What follows belongs to an exercise in optimizing a design on an open flow for small area and a short achievable clock period; a production flow would make more cautious choices. For this run, only the layout was checked, not whether the RTL still works. Power is estimated from default activity; no workload was simulated.

File: design/flow/run.sh
#!/bin/bash
# synth_recipe.tcl (not shown) runs the flow's synth.tcl, then flattens the netlist and writes it again
# the make line also repeats each setting of config.mk as NAME=value (left out here)
make -C /OpenROAD-flow-scripts/flow DESIGN_CONFIG=/design/flow/config.mk WORK_HOME=/design/flow/orfs CLKGATE_MAP_FILE= SYNTH_SCRIPT=/design/flow/synth_recipe.tcl finish
File: design/flow/config.mk
export PLATFORM = sky130hd
export DESIGN_NAME = instr_mem_loader
export DESIGN_NICKNAME = instr_mem_loader
export VERILOG_FILES = /design/flow/design.v
export SDC_FILE = /design/flow/constraint.sdc
export NUM_CORES = 4
export LEC_CHECK = 0
export CAP_MARGIN = 20
export CORE_MARGIN = 2
export CORE_UTILIZATION = 60
export CTS_CLUSTER_DIAMETER = 60
export CTS_CLUSTER_SIZE = 25
export SETUP_SLACK_MARGIN = 3
export SLEW_MARGIN = 20
export SYNTH_HIERARCHICAL = 1
File: design/flow/design.v
`default_nettype none
module instr_mem_loader #(
  parameter logic [7:0] LOAD_BASE      = 8'h00,
  parameter logic       ERR_ON_HI_BITS = 1'b1
) (
  input  logic       Clk,
  input  logic       Rst,
  input  logic [7:0] i_Addres_Instr_Bus,
  output logic [8:0] o_Instruction,
  input  logic       i_Load_Start,
  input  logic [7:0] i_Load_Byte,
  input  logic       i_Load_Valid,
  output logic       o_Load_Ready,
  output logic       o_Core_Hold,
  output logic       o_Load_Done,
  output logic       o_Load_Err,
  output logic [8:0] o_Load_Count
);
  typedef enum logic [2:0] {
    S_IDLE = 3'd0, S_LEN = 3'd1, S_LO = 3'd2, S_HI = 3'd3, S_DONE = 3'd5
  } state_t;
  state_t     r_state;
  state_t     w_state_nxt;
  logic [8:0] r_mem [256];
  logic [7:0] r_ptr;
  logic [7:0] r_lo;
  logic [8:0] r_remaining;
  logic       r_err_pend;
  logic       r_hold;
  logic       r_err;
  logic [8:0] r_count;
  logic w_ready;
  logic w_accept;
  logic w_last;
  logic w_hi_bad;
  logic w_we;
  logic [15:0]  w_dec_lo_n;
  logic [15:0]  w_dec_hi_n;
  logic [255:0] w_sel;
  logic [8:0]   w_rd;
  iml_dec4n u_dec_lo (.i_a(i_Addres_Instr_Bus[3:0]), .o_yn(w_dec_lo_n));
  iml_dec4n u_dec_hi (.i_a(i_Addres_Instr_Bus[7:4]), .o_yn(w_dec_hi_n));
  for (genvar r = 0; r < 256; r++) begin : g_sel
    iml_nor2 u_sel (.i_a(w_dec_lo_n[r % 16]), .i_b(w_dec_hi_n[r / 16]), .o_y(w_sel[r]));
  end
  for (genvar b = 0; b < 9; b++) begin : g_bit
    logic [255:0] w_q;
    logic [31:0]  w_grp;
    for (genvar r = 0; r < 256; r++) begin : g_q
      assign w_q[r] = r_mem[r][b];
    end
    iml_lf8 u_lf0 (.i_sel(w_sel[7:0]), .i_q(w_q[7:0]), .o_y(w_grp[0]));
    iml_lf8 u_lf1 (.i_sel(w_sel[15:8]), .i_q(w_q[15:8]), .o_y(w_grp[1]));
    iml_lf8 u_lf2 (.i_sel(w_sel[23:16]), .i_q(w_q[23:16]), .o_y(w_grp[2]));
    iml_lf8 u_lf3 (.i_sel(w_sel[31:24]), .i_q(w_q[31:24]), .o_y(w_grp[3]));
    iml_lf8 u_lf4 (.i_sel(w_sel[39:32]), .i_q(w_q[39:32]), .o_y(w_grp[4]));
    iml_lf8 u_lf5 (.i_sel(w_sel[47:40]), .i_q(w_q[47:40]), .o_y(w_grp[5]));
    iml_lf8 u_lf6 (.i_sel(w_sel[55:48]), .i_q(w_q[55:48]), .o_y(w_grp[6]));
    iml_lf8 u_lf7 (.i_sel(w_sel[63:56]), .i_q(w_q[63:56]), .o_y(w_grp[7]));
    iml_lf8 u_lf8 (.i_sel(w_sel[71:64]), .i_q(w_q[71:64]), .o_y(w_grp[8]));
    iml_lf8 u_lf9 (.i_sel(w_sel[79:72]), .i_q(w_q[79:72]), .o_y(w_grp[9]));
    iml_lf8 u_lf10 (.i_sel(w_sel[87:80]), .i_q(w_q[87:80]), .o_y(w_grp[10]));
    iml_lf8 u_lf11 (.i_sel(w_sel[95:88]), .i_q(w_q[95:88]), .o_y(w_grp[11]));
    iml_lf8 u_lf12 (.i_sel(w_sel[103:96]), .i_q(w_q[103:96]), .o_y(w_grp[12]));
    iml_lf8 u_lf13 (.i_sel(w_sel[111:104]), .i_q(w_q[111:104]), .o_y(w_grp[13]));
    iml_lf8 u_lf14 (.i_sel(w_sel[119:112]), .i_q(w_q[119:112]), .o_y(w_grp[14]));
    iml_lf8 u_lf15 (.i_sel(w_sel[127:120]), .i_q(w_q[127:120]), .o_y(w_grp[15]));
    iml_lf8 u_lf16 (.i_sel(w_sel[135:128]), .i_q(w_q[135:128]), .o_y(w_grp[16]));
    iml_lf8 u_lf17 (.i_sel(w_sel[143:136]), .i_q(w_q[143:136]), .o_y(w_grp[17]));
    iml_lf8 u_lf18 (.i_sel(w_sel[151:144]), .i_q(w_q[151:144]), .o_y(w_grp[18]));
    iml_lf8 u_lf19 (.i_sel(w_sel[159:152]), .i_q(w_q[159:152]), .o_y(w_grp[19]));
    iml_lf8 u_lf20 (.i_sel(w_sel[167:160]), .i_q(w_q[167:160]), .o_y(w_grp[20]));
    iml_lf8 u_lf21 (.i_sel(w_sel[175:168]), .i_q(w_q[175:168]), .o_y(w_grp[21]));
    iml_lf8 u_lf22 (.i_sel(w_sel[183:176]), .i_q(w_q[183:176]), .o_y(w_grp[22]));
    iml_lf8 u_lf23 (.i_sel(w_sel[191:184]), .i_q(w_q[191:184]), .o_y(w_grp[23]));
    iml_lf8 u_lf24 (.i_sel(w_sel[199:192]), .i_q(w_q[199:192]), .o_y(w_grp[24]));
    iml_lf8 u_lf25 (.i_sel(w_sel[207:200]), .i_q(w_q[207:200]), .o_y(w_grp[25]));
    iml_lf8 u_lf26 (.i_sel(w_sel[215:208]), .i_q(w_q[215:208]), .o_y(w_grp[26]));
    iml_lf8 u_lf27 (.i_sel(w_sel[223:216]), .i_q(w_q[223:216]), .o_y(w_grp[27]));
    iml_lf8 u_lf28 (.i_sel(w_sel[231:224]), .i_q(w_q[231:224]), .o_y(w_grp[28]));
    iml_lf8 u_lf29 (.i_sel(w_sel[239:232]), .i_q(w_q[239:232]), .o_y(w_grp[29]));
    iml_lf8 u_lf30 (.i_sel(w_sel[247:240]), .i_q(w_q[247:240]), .o_y(w_grp[30]));
    iml_lf8 u_lf31 (.i_sel(w_sel[255:248]), .i_q(w_q[255:248]), .o_y(w_grp[31]));
    iml_or32 u_or (.i_a(w_grp), .o_y(w_rd[b]));
  end
  assign o_Instruction = w_rd;
  assign o_Load_Ready  = w_ready;
  assign o_Core_Hold   = r_hold;
  assign o_Load_Err    = r_err;
  assign o_Load_Count  = r_count;
  assign w_last   = (r_remaining == 9'd1);
  assign w_hi_bad = ERR_ON_HI_BITS && (i_Load_Byte[7:1] != 7'd0);
  assign w_we     = w_accept && (r_state == S_HI) && !Rst;
  always_ff @(posedge Clk) begin
    if (Rst) begin
      r_state <= S_IDLE;
    end else begin
      r_state <= w_state_nxt;
    end
  end
  always_comb begin
    w_state_nxt = r_state;
    w_ready     = 1'b0;
    o_Load_Done = 1'b0;
    case (r_state)
      S_LEN, S_LO, S_HI: w_ready = 1'b1;
      S_DONE: begin
        o_Load_Done = ~r_err_pend;
        w_state_nxt = S_IDLE;
      end
      default: ;
    endcase
    w_accept = w_ready & i_Load_Valid & ~i_Load_Start;
    if (w_accept) begin
      case (r_state)
        S_LEN: w_state_nxt = S_LO;
        S_LO:  w_state_nxt = S_HI;
        S_HI:  w_state_nxt = w_last ? S_DONE : S_LO;
        default: ;
      endcase
    end
    if (i_Load_Start) begin
      w_state_nxt = S_LEN;
    end
  end
  always_ff @(posedge Clk) begin
    if (Rst) begin
      r_ptr       <= LOAD_BASE;
      r_lo        <= 8'd0;
      r_remaining <= 9'd0;
      r_err_pend  <= 1'b0;
      r_hold      <= 1'b0;
      r_err       <= 1'b0;
      r_count     <= 9'd0;
    end else if (i_Load_Start) begin
      r_ptr       <= LOAD_BASE;
      r_remaining <= 9'd0;
      r_err_pend  <= 1'b0;
      r_hold      <= 1'b1;
      r_err       <= 1'b0;
      r_count     <= 9'd0;
    end else begin
      if (w_accept) begin
        case (r_state)
          S_LEN: r_remaining <= (i_Load_Byte == 8'd0) ? 9'd256 : {1'b0, i_Load_Byte};
          S_LO:  r_lo <= i_Load_Byte;
          S_HI: begin
            r_ptr       <= r_ptr + 8'd1;
            r_remaining <= r_remaining - 9'd1;
            if (r_count != 9'h100) begin
              r_count <= r_count + 9'd1;
            end
            if (w_hi_bad) begin
              r_err_pend <= 1'b1;
            end
          end
          default: ;
        endcase
      end
      if (r_state == S_DONE) begin
        if (r_err_pend) begin
          r_err <= 1'b1;
        end else begin
          r_hold <= 1'b0;
        end
        r_err_pend <= 1'b0;
      end
    end
  end
  always_ff @(posedge Clk) begin
    if (w_we) begin
      r_mem[r_ptr] <= {i_Load_Byte[0], r_lo};
    end
  end
endmodule
module iml_dec4n (
  input  logic [3:0]  i_a,
  output logic [15:0] o_yn
);
  for (genvar i = 0; i < 16; i++) begin : g_y
    assign o_yn[i] = (i_a != i);
  end
endmodule
module iml_nor2 (input logic i_a, i_b, output logic o_y);
  assign o_y = ~(i_a | i_b);
endmodule
module iml_lf8 (
  input  logic [7:0] i_sel,
  input  logic [7:0] i_q,
  output logic       o_y
);
  logic [3:0] w_n;
  assign w_n[0] = ~((i_sel[0] & i_q[0]) | (i_sel[1] & i_q[1]));
  assign w_n[1] = ~((i_sel[2] & i_q[2]) | (i_sel[3] & i_q[3]));
  assign w_n[2] = ~((i_sel[4] & i_q[4]) | (i_sel[5] & i_q[5]));
  assign w_n[3] = ~((i_sel[6] & i_q[6]) | (i_sel[7] & i_q[7]));
  assign o_y = ~&w_n;
endmodule
module iml_or32 (
  input  logic [31:0] i_a,
  output logic        o_y
);
  assign o_y = |i_a;
endmodule
`default_nettype wire
File: design/flow/constraint.sdc
create_clock -name core_clock -period 8.0 [get_ports {Clk}]
set_input_delay 1.6000 -clock core_clock [delete_from_list [all_inputs] [get_ports {Clk}]]
set_output_delay 1.6000 -clock core_clock [all_outputs]
set_load 0.01 [all_outputs]
==> summary.txt <==
cell usage in the layout, fill, tap and decap left out, types with 14 or more instances in the layout:
cell type,n
edfxtp_1,2304
a22oi_1,1014
nor2_1,373
nand4_1,314
buf_4,196
clkbuf_16,151
a22oi_2,139
nor2_2,121
nor2_4,52
buf_12,51
nor4_4,33
buf_6,33
dfxtp_1,32
inv_6,31
nor4_1,25
clkdlybuf4s50_1,22
nor4_2,19
nand2_1,18
or2_2,17
nand3_1,15
inv_1,14
modules after synthesis, one instance, submodules excluded:
module,times used,area [um2],flops+latches
instr_mem_loader,1,72670,2344
iml_lf8,288,36.28,0
iml_dec4n,2,186.4,0
iml_nor2,256,3.754,0
iml_or32,9,75.07,0
critical path: stages:
cell and delay (ns):
buf_16 0.13, buf_8 0.14, nand4b_1 0.09, buf_6 0.13
buf_12 0.11, buf_16 0.14, nor2_4 0.08, a22oi_1 0.17
nand4_1 0.27, nor4_4 0.75, nand4_1 0.43, or2_1 0.39
buf_2 0.16
what timing repair did:
item,4_1_cts,5_1_grt
buffers inserted,87,42
endpoints found under the setup margin,9,9
pin swaps,173,70
resized for setup,574,87
gates cloned,10,5
layout make-up:
cell class | count | share of cell area, %
timing repair buffer | 331 | 3.741
inverter | 14 | 0.05359
antenna | 3 | 0.007655
multi-input combinational | 2313 | 17.32
clock buffer | 154 | 3.756
tap | 1890 | 2.411
clock inverter | 113 | 1.307
sequential | 2344 | 71.40
cell usage after synthesis (all sizes together), types with 3 or more instances:
library cell / instances / share of area, %
xnor2: 6 / 0.062
mux2i: 9 / 0.11
nand2: 24 / 0.11
inv: 14 / 0.062
a22oi: 1153 / 10
nand4: 314 / 2.3
ha: 8 / 0.12
nor4: 77 / 0.63
or2: 28 / 0.21
nand4b: 10 / 0.10
dfxtp: 40 / 0.94
clkbuf: 60 / 0.27
or3: 9 / 0.066
xor2: 7 / 0.072
nand4bb: 13 / 0.19
edfxtp: 2304 / 81
or4: 4 / 0.044
nor2b: 9 / 0.066
buf: 7 / 0.063
nand3b: 3 / 0.026
nor3b: 4 / 0.035
nand3: 18 / 0.11
a21oi: 13 / 0.076
or4b: 10 / 0.13
and2: 4 / 0.029
a211oi: 3 / 0.026
nor2: 545 / 2.4
o21ai: 13 / 0.076
nor3: 6 / 0.035
final timing paths:
check                        startpoint               end  slack (ns)  cells past startpoint
hold / removal                   r_hold            r_hold        0.49                      2
hold reg to reg                  r_hold            r_hold        0.49                      2
setup / recovery  i_Addres_Instr_Bus[7]  o_Instruction[0]        1.76                     13
setup reg to reg             r_state[2]     r_mem[248][2]        4.08                      4
sequential cells by signal, summed over array words and instances, names as in the netlist:
name	flops
r_lo	8
r_hold	1
r_err	1
r_state	3
r_err_pend	1
r_mem	2304
r_ptr	8
r_count	9
r_remaining	9
stage by stage:
| step | util (%) | setup WS (ns) |
|---|---|---|
| 2_1_floorplan | - | 3.006 |
| 3_3_place_gp | 62.95 | -0.1864 |
| 3_5_place_dp | 62.96 | -0.1927 |
| 4_1_cts | 68.74 | 2.039 |
| 5_1_grt | 69.43 | 1.904 |
| 6_report | 69.43 | 1.761 |
metal layers:
layer | vias up | GRT usage [%] | share of wire [%]
li1 | 20898 | - | -
met1 | 25661 | 49.30 | 39
met2 | 2782 | 51.74 | 47
met3 | 424 | 6.915 | 11
met4 | 8 | 10.80 | 3.4
met5 | - | 0 | 0.020
kinds of logic after synthesis:
logic type               count (synthesis)  synth area share, %
buffers and inverters                   81               0.3910
flip-flops                            2344                82.22
multiplexers                             9               0.1058
XOR/XNOR                                13               0.1338
AND/OR/NAND/NOR                       1082                6.523
adder cells (fa/ha/maj)                  8               0.1176
AO/OA/AOI/OAI                         1199                10.51
power groups by stage:
stage                     Combinational [W]  Clock, W  Sequential (W)
after floorplan                    0.000135         0          0.0136
after global placement             0.000423         0          0.0136
after detailed placement           0.000423         0          0.0136
after CTS                          0.000523   0.00826          0.0133
after global routing               0.000571   0.00867          0.0133
final                              0.000566   0.00819          0.0133
==> flow_summary.yaml <==
status:
  status: "finished clean"
drt:
  antenna_left: 0
  wl_um: 246800
  wl_per_cell_um: 34.47
  vias: 49773
  via_per_inst: 6.950
  drc_errors: 0
  drtPass1Iterations: 6
  drt_iter0_markers: 7594
cells_and_area:
  multi_input_area_um2: 16990
  area_growth_pct: 15.20
  drive_above_1_share_pct: 18.79
  regArea_um2: 70020
  num-fill-cells: 9210
  instances_no_fill: 7162
  fin_nets: 5177
  final_cell_area_um2: 98060
grt:
  grt_pass1_wl_um: 344800
  grt_use_total_pct: 33.71
  grt_pass1_vias: 46942
  grt_max_degree: 211
  antenna_found_initial: 11
  overflow: 0
sta:
  finalHoldViolCount: 0
  period_minus_slack_ns: 6.239
  slew_headroom_pct: 10.99
  finalCritPeriodShare_pct: 77.98
  hold_ws_ns: 0.4857
  setup_tns_ns: 0
  worst_pin_slew_ns: 1.335
  fin_skew_ns: 0.02275
  finalMaxSlewViolations: 0
  rsz0062_at_grt: "true"
  max_freq_mhz: 160.3
  final-setup-viol-count: 0
die:
  dieArea_um2: 144900
  rows: 138
  die_x_um: 380.7
  die_h_um: 380.7
  start_util_pct: 60.27
  io_pins: 42
  core_um2: 141200
pwr:
  irDropWorstVdd_mv: 0.2313
  pwr-share-clk_pct: 37.1
  power_frac_comb_pct: 2.6
  p_leak_nw: 25.09
  power.total_w: 0.02204
  pwr-share-seq_pct: 60.3
  swShare_pct: 21.03
  power_density_nw_per_um2: 224.7
  intPower_w: 0.01740
  power.switching_w: 0.004635
logic_synthesis:
  ys.flop_type: "edfxtp_1"
  synth-edff-count: 2304
  yosysUniqueCellTypes: 54
  synth_area_um2: 85130
  synth-seq-area-share_pct: 82.22
  synth-seq-cells: 2344
  ys_warn_count: 7
  syn_inst: 4736
  ys_async_sr_fraction_pct: 0
  syn_area_per_cell_um2: 17.97
  syn_nets: 4764
clock_network:
  cts-root-buf: "clkbuf_16"
  cts_tree: "yes"
  cts.path.max_buffers: 3
  clock_sinks: 2344
  cts_hold_buffers: 0
  cts.reportedPaths.clkPinSlew_ns: 0.08
  clk_latency_ns: 0.83
  h-tree-depth: 4
  cts_made_buffers: 145
hold_path:
  hold_class: "register to register"
setup_path:
  arrival_ns: 4.64
  critPathKind: "input pin to output port"
  startpoint_type: "input pin"
  cp-end-kind: "output port"
  critical_path_peak_fanout: 13
  crit_required_ns: 6.40
placed_design:
  portBuffers: 41
  dp_hpwl_um: 151400
  dp.cells: 6745
  placed_area_um2: 88920
  place_congestion: 0.8836
run:
  cap_violations: 0

-- port drivers added, routing unchanged --
The flow's constraints put no driver on any port. The routed layout listed below was extracted and timed again, unchanged, in two steps.
Step 1: set_driving_cell puts a clkbuf_16 on Clk and a buf_2 on each other input, an assumption about the parent block.
Step 2 adds t to the input delays and takes it off the output delays; t is the mean of the earliest and latest rising clock arrival at the registers after step 1. Input paths then give back, and output paths get back, about the clock's delay inside the block.
Slacks: no drivers / after step 1 / after step 2; pairs: no drivers / after step 1.
t (ns): 0.886
slack for setup (ns): 1.761 / 1.631 / 1.631
worst hold slack (ns): 0.486 / 0.486 / 0.486
latest minus earliest clock arrival (ns): 0.030 / 0.030
worst register clock-pin slew, ns: 0.09 / 0.09
After both steps this run still meets setup and hold. For this run, drivers alone change the setup slack by -0.130 ns; drivers and shift together by -0.130 ns.
